This design comes from an exercise in tuning for small area, a short achievable clock period and few clock cycles on the open sky130 flow, not from production work.
At most, simulation tests tie the RTL to the original design; equivalence was not proved.
The flow treats the clock pin as an ideal source, which a real chip does not have.
No activity file was given, so power comes from the tool's default toggle rates.

Setup of lagoon:
## wildcard_glob_matcher
module wildcard_glob_matcher (
    input  wire               clk,
    input  wire               rst_n,
    input  wire               item_valid,
    output logic              item_ready,
    input  wire  [9:0]        item_in,
    output logic              result_valid,
    input  wire               result_ready,
    output logic [1:0]        result
);
Settings: LEC_CHECK=0, CAP_MARGIN=20, CORE_MARGIN=2, CORE_UTILIZATION=70, SETUP_SLACK_MARGIN=1.3, SLEW_MARGIN=20; clock period 3.0 ns.
run.sh (not shown) runs the stock make flow with config.mk's settings and CLKGATE_MAP_FILE= SYNTH_SCRIPT=/design/flow/synth_recipe.tcl, a recipe that flattens the netlist after the stock synthesis.
Edits applied to the flow inputs when going from lagoon to yarrow:
# lagoon
export LEC_CHECK = 0
export CAP_MARGIN = 20
export CORE_MARGIN = 2
export CORE_UTILIZATION = 70
export SETUP_SLACK_MARGIN = 1.3
export SLEW_MARGIN = 20
create_clock -name core_clock -period 3.0 [get_ports {clk}]
# yarrow
export LEC_CHECK = 0
export CAP_MARGIN = 20
export CORE_MARGIN = 2
export CORE_UTILIZATION = 60
export CTS_BUF_LIST = sky130_fd_sc_hd__clkbuf_8 sky130_fd_sc_hd__clkbuf_16
export CTS_CLUSTER_DIAMETER = 100
export CTS_CLUSTER_SIZE = 30
export SETUP_SLACK_MARGIN = 1.3
export SLEW_MARGIN = 20
create_clock -name core_clock -period 3.0 [get_ports {clk}]
Results
[compare] base=lagoon new=yarrow: clock skew grew by 0.0051 ns; number of ordinary and repair buffers in the finished layout decreased about 18%; overall track demand over capacity in global routing fell 8.4 points. yarrow: portion of total power attributed to the clock network is 12 points lower than what lagoon reported. Post-route fraction of the period consumed by the critical path ended up 7.1 points lower on yarrow than on lagoon. Data required time at the worst endpoint: yarrow vs lagoon up 0.04 ns. From lagoon to yarrow the numbers moved as follows: total power decreased by 18% relative to the old numbers, worst hold margin decreased by 0.30 ns relative to the old numbers.
## Diff of input files: raven against yarrow
# yarrow
export LEC_CHECK = 0
export CAP_MARGIN = 20
export CORE_MARGIN = 2
export CORE_UTILIZATION = 60
export CTS_BUF_LIST = sky130_fd_sc_hd__clkbuf_8 sky130_fd_sc_hd__clkbuf_16
export CTS_CLUSTER_DIAMETER = 100
export CTS_CLUSTER_SIZE = 30
export SETUP_SLACK_MARGIN = 1.3
export SLEW_MARGIN = 20
create_clock -name core_clock -period 3.0 [get_ports {clk}]
# raven
export LEC_CHECK = 0
export CAP_MARGIN = 20
export CORE_MARGIN = 2
export CORE_UTILIZATION = 60
export SETUP_SLACK_MARGIN = 0.5
export SLEW_MARGIN = 20
create_clock -name core_clock -period 3.0 [get_ports {clk}]
## What came out
- Summary: via count, raven better than yarrow
- Total instance count after detailed placement was higher in raven than in yarrow.
- Diff yarrow..raven | total of endpoints with negative setup slack in the final report | unchanged
- Per the comparison of raven with yarrow, synthesized area flat; design area went down; initial DRC count fell 196; count of plain and timing-repair buffers -82; post-layout total power grew by 3.4 mW.
No functional check of the RTL was part of any run of this note.

wildcard_glob_matcher, a different RTL version from the one above (not shown whole).
For scale: about 720 flip-flops, about 0.032 mm² of cells after synthesis.
==> flow/config.mk <==
export PLATFORM = sky130hd
export DESIGN_NAME = wildcard_glob_matcher
export DESIGN_NICKNAME = wildcard_glob_matcher
export VERILOG_FILES = /design/flow/design.v
export SDC_FILE = /design/flow/constraint.sdc
export NUM_CORES = 4
export LEC_CHECK = 0
export CAP_MARGIN = 20
export CORE_MARGIN = 2
export CORE_UTILIZATION = 60
export CTS_BUF_LIST = sky130_fd_sc_hd__clkbuf_8 sky130_fd_sc_hd__clkbuf_16
export CTS_CLUSTER_DIAMETER = 100
export CTS_CLUSTER_SIZE = 30
export SETUP_SLACK_MARGIN = 1.5
export SLEW_MARGIN = 20
==> flow/constraint.sdc <==
create_clock -name core_clock -period 3.0 [get_ports {clk}]
set_input_delay 0.6000 -clock core_clock [delete_from_list [all_inputs] [get_ports {clk}]]
set_output_delay 0.6000 -clock core_clock [all_outputs]
set_load 0.01 [all_outputs]
standard.sh (not shown) runs the stock make flow with config.mk's settings and CLKGATE_MAP_FILE= SYNTH_SCRIPT=/design/flow/synth_recipe.tcl, a recipe that flattens the netlist after the stock synthesis.
==> flow/flow/run.sh <==
#!/bin/bash
# Standard layout; after clock tree synthesis the tree's root buffer is taken out so the clock
# port drives the tree's first level directly, each first-level buffer is split in two by where
# its loads sit, and timing is repaired (instead of in cts).
set -euo pipefail
export BUFFER_PORTS_ARGS="-buffer_cell sky130_fd_sc_hd__buf_4"
export SKIP_CTS_REPAIR_TIMING=1
export POST_CTS_TCL="$PWD/flow/post_cts.tcl"
bash standard.sh > standard_flow.log 2>&1
Other scripts of this flow, unchanged in this note and not shown: flow/flow/post_cts.tcl
Testbench counts at the start, summed over its fixed seeds: cycles 56,359.
Next try:
- SETUP_SLACK_MARGIN: 1.5 -> 1.4
Result: Design area goes down by a few percent. Flip-flop and latch count is unchanged. Worst setup slack degrades by 0.016 ns. Wire length fell by a little under a tenth. Global-route usage came out lower by 0.85 points. Maximum frequency went down slightly. Via count falls by a few percent. Power shrinks slightly. Die area stays the same.
Next try:
- CORE_UTILIZATION: 60 -> 68
- SETUP_SLACK_MARGIN: 1.4 -> 1.5
After rerunning:
- cell count goes down by 0.95%
- core utilization goes up by 10 points
- clock power goes down by 5.6%
- critical path depth goes up by 2
- die area goes down by 12%
- hold slack stays flat
- global-route usage goes up by 5.0 points
- worst setup slack is worse by 0.083 ns
- total power goes down by about 0.9%

Setup of run 1:
Another version of the RTL of wildcard_glob_matcher (not shown whole).
Size: roughly 2600 cells after synthesis, about 720 flip-flops, roughly 18 I/O pins, roughly 0.032 sq mm of cells after synthesis.
clock: 3.0 ns
lec_check: 0
cap_margin: 20
core_margin: 2
core_utilization: 60
cts_buf_list: sky130_fd_sc_hd__clkbuf_8 sky130_fd_sc_hd__clkbuf_16
cts_cluster_diameter: 100
cts_cluster_size: 30
setup_slack_margin: 1.5
slew_margin: 20
==> flow/flow/run.sh <==
#!/bin/bash
# Standard layout; after clock tree synthesis the tree's root buffer is taken out so the clock
# port drives the tree's first level (a few buffers) directly, then timing is repaired again.
set -euo pipefail
export BUFFER_PORTS_ARGS="-buffer_cell sky130_fd_sc_hd__buf_4"
export SKIP_CTS_REPAIR_TIMING=1
export POST_CTS_TCL="$PWD/flow/post_cts.tcl"
bash standard.sh > standard_flow.log 2>&1
==> flow/flow/post_cts.tcl <==
set block [ord::get_db_block]
set root [$block findInst clkbuf_0_clk]
if { $root != "NULL" } {
  set in_net [[$root findITerm A] getNet]
  set out_net [[$root findITerm X] getNet]
  set loads {}
  foreach it [$out_net getITerms] {
    if { [$it getInst] != $root } {
      lappend loads $it
    }
  }
  puts "root buffer drives [llength $loads] pins"
  if { [llength $loads] <= 4 && [llength [$out_net getBTerms]] == 0 } {
    foreach it $loads {
      $it disconnect
      $it connect $in_net
    }
    odb::dbInst_destroy $root
    odb::dbNet_destroy $out_net
    puts "root buffer removed"
    estimate_parasitics -placement
    report_clock_latency
    repair_timing_helper
    detailed_placement
    check_placement -verbose
    estimate_parasitics -placement
    report_worst_slack -max
    report_worst_slack -min
  }
}
Run 1 reached the final stage; the timing, design-rule and antenna checks on its layout passed.
Testbench counts of run 1, summed over its fixed seeds: cycles 56,359.
Relative to run 1, the following input files were edited for run 2:
Settings: CORE_UTILIZATION changed from 60 to 65; SETUP_SLACK_MARGIN changed from 1.5 to 1.15.
==> flow/run.sh (new file) <==
#!/bin/bash
# synth_recipe.tcl (not shown) runs the flow's synth.tcl, then flattens the netlist and writes it again
# the make line also repeats each setting of config.mk as NAME=value (left out here)
make -C /OpenROAD-flow-scripts/flow DESIGN_CONFIG=/design/flow/config.mk WORK_HOME=/design/flow/orfs CLKGATE_MAP_FILE= SYNTH_SCRIPT=/design/flow/synth_recipe.tcl finish
removed: flow/flow/run.sh
removed: flow/flow/post_cts.tcl
removed: flow/standard.sh
[summary]
Run 2: flow completed, timing, DRC and antenna clean. Going from run 1 to run 2, layout filler cell count shrinks by 435. The die used by run 2 is smaller than the one used by run 1. Across both runs, cell-internal power was lower for run 2 than for run 1. From run 1 to run 2 the numbers moved as follows: cell area after layout went down by 3.2%; HPWL after detailed placement lost about 1%; sequential share of cell area +1.8 points; area growth from synthesis to layout shows a reduction of 3.5 points. Summary of the comparison: sequential share of power is higher in run 2, relative to run 1. The lower global-route usage of run 1 and run 2 is in run 1. On sequential cell power, run 2 tracks run 1 almost exactly. Of run 1 and run 2, run 2 shows the lower total wire length after detailed routing, with run 1 above it.
Edits applied to the flow inputs when going from run 2 to run 3:
Settings: CORE_UTILIZATION changed from 65 to 60; ABC_AREA newly set to 1; SETUP_SLACK_MARGIN changed from 1.15 to 1.2.
==> comparison <==
- Although it ran to completion, run 3 produced a layout that fails the final checks because of hold timing.
- Post-route clock period utilization was lower in the run labelled run 3.
- The number of instances in the synthesized netlist number comes out lower for run 2 vs run 3.
- Re count of non-CTS buffers in the layout: run 2 was lower than run 3.
- Between run 2 and run 3, total setup buffers inserted after CTS is higher for run 3, run 2 comes in under that.
- Worst-case headroom to the max-slew limit (lower): run 3
- The register fraction of the total cell area number comes out higher for run 2 vs run 3.
- Run 3 vs. run 2: count of non-filler cells in the finished layout up about 40%, total of clock buffers placed in the layout climbed 6, combined area of the multi-input logic cells +10%.
- Across both runs, count of TritonRoute iterations in the first routing pass was higher for run 3 than for run 2.
Inputs modified between run 3 and run 4:
Settings: ABC_AREA removed (was 1); SETUP_SLACK_MARGIN changed from 1.2 to 1.5.
==> flow/flow/run.sh (new file) <==
#!/bin/bash
# Standard layout; after clock tree synthesis the tree's root buffer is taken out so the clock
# port drives the tree's first level (a few buffers) directly, then timing is repaired again.
set -euo pipefail
export SKIP_CTS_REPAIR_TIMING=1
export POST_CTS_TCL="$PWD/flow/post_cts.tcl"
bash standard.sh > standard_flow.log 2>&1
==> flow/flow/post_cts.tcl (new file) <==
set block [ord::get_db_block]
set root [$block findInst clkbuf_0_clk]
if { $root != "NULL" } {
  set in_net [[$root findITerm A] getNet]
  set out_net [[$root findITerm X] getNet]
  set loads {}
  foreach it [$out_net getITerms] {
    if { [$it getInst] != $root } {
      lappend loads $it
    }
  }
  puts "root buffer drives [llength $loads] pins"
  if { [llength $loads] <= 4 && [llength [$out_net getBTerms]] == 0 } {
    foreach it $loads {
      $it disconnect
      $it connect $in_net
    }
    odb::dbInst_destroy $root
    odb::dbNet_destroy $out_net
    puts "root buffer removed"
    estimate_parasitics -placement
    report_clock_latency
    repair_timing_helper
    detailed_placement
    check_placement -verbose
    estimate_parasitics -placement
    report_worst_slack -max
    report_worst_slack -min
  }
}
==> flow/standard.sh (new file) <==
#!/bin/bash
# synth_recipe.tcl (not shown) runs the flow's synth.tcl, then flattens the netlist and writes it again
# the make line also repeats each setting of config.mk as NAME=value (left out here)
make -C /OpenROAD-flow-scripts/flow DESIGN_CONFIG=/design/flow/config.mk WORK_HOME=/design/flow/orfs CLKGATE_MAP_FILE= SYNTH_SCRIPT=/design/flow/synth_recipe.tcl "${@:-finish}"
removed: flow/run.sh
## What came out
- Every stage of the flow completed for run 4, and the final layout passed the timing, design-rule and antenna checks.
- Taking run 3 as the reference, in run 4 cell count of the worst reg-to-reg path now sits higher; area of the die now sits lower; final-layout fill cell count now sits lower; met1 layer usage reported by global route now sits lower.
- Between run 3 and run 4, sequential share of the synthesized area increased.
- Run 4 vs run 3 — via count of the first global-routing pass dropped by more than 10%
- On area overhead of the layout relative to synthesis: between run 4 and run 3, it ends up higher for run 4.
- When the final numbers for run 4 and run 3 were put side by side, the final design utilization turned out to be greater in run 4.
- Compared with run 3, run 4 shows a post-layout instance area that is 4.2% lower.

-- static timing again, ports no longer ideal --
The flow's constraints put no driver on any port. The routed layouts listed below were extracted and timed again, unchanged, in two steps. Step 1 assumes that a clkbuf_16 drives the clock port and a buf_2 every other input. Step 2 also shifts input and output timing later by t, the mid clock arrival at the registers, as if the neighbouring blocks saw the same clock. Three values: ideal, step 1, step 2; two values: the first two.
| run | t, ns | setup slack, ns | hold slack, ns | worst setup path after step 2 |
|---|---|---|---|---|
| lagoon | 0.660 | 0.690 / 0.690 / 0.690 | 0.392 / 0.379 / 0.392 | register to register |
| yarrow | 0.675 | 0.904 / 0.904 / 0.839 | 0.089 / 0.059 / 0.437 | input to register |
| raven | 0.657 | 0.534 / 0.534 / 0.534 | 0.026 / -0.006 / 0.423 | register to register |
| the first run of note 2 | 0.516 | 1.444 / 1.316 / 1.107 | 0.233 / 0.128 / 0.393 | input to register |
| the second run of note 2 | 0.498 | 1.428 / 1.331 / 1.121 | 0.248 / 0.153 / 0.382 | input to register |
| the third run of note 2 | 0.499 | 1.345 / 1.335 / 0.940 | 0.248 / 0.146 / 0.402 | input to register |
| run 1 | 0.550 | 1.371 / 1.290 / 1.053 | 0.126 / 0.069 / 0.418 | input to register |
| run 2 | 0.673 | 1.151 / 1.088 / 0.729 | 0.083 / 0.046 / 0.398 | input to register |
| run 3 | 0.700 | 1.229 / 1.165 / 1.029 | -0.033 / -0.055 / 0.380 | input to register |
| run 4 | 0.553 | 1.391 / 1.310 / 0.886 | 0.068 / 0.010 / 0.420 | input to register |
The setup slack of run 4, which loses most, moves by -0.081 ns with the drivers and by -0.505 ns with both steps.
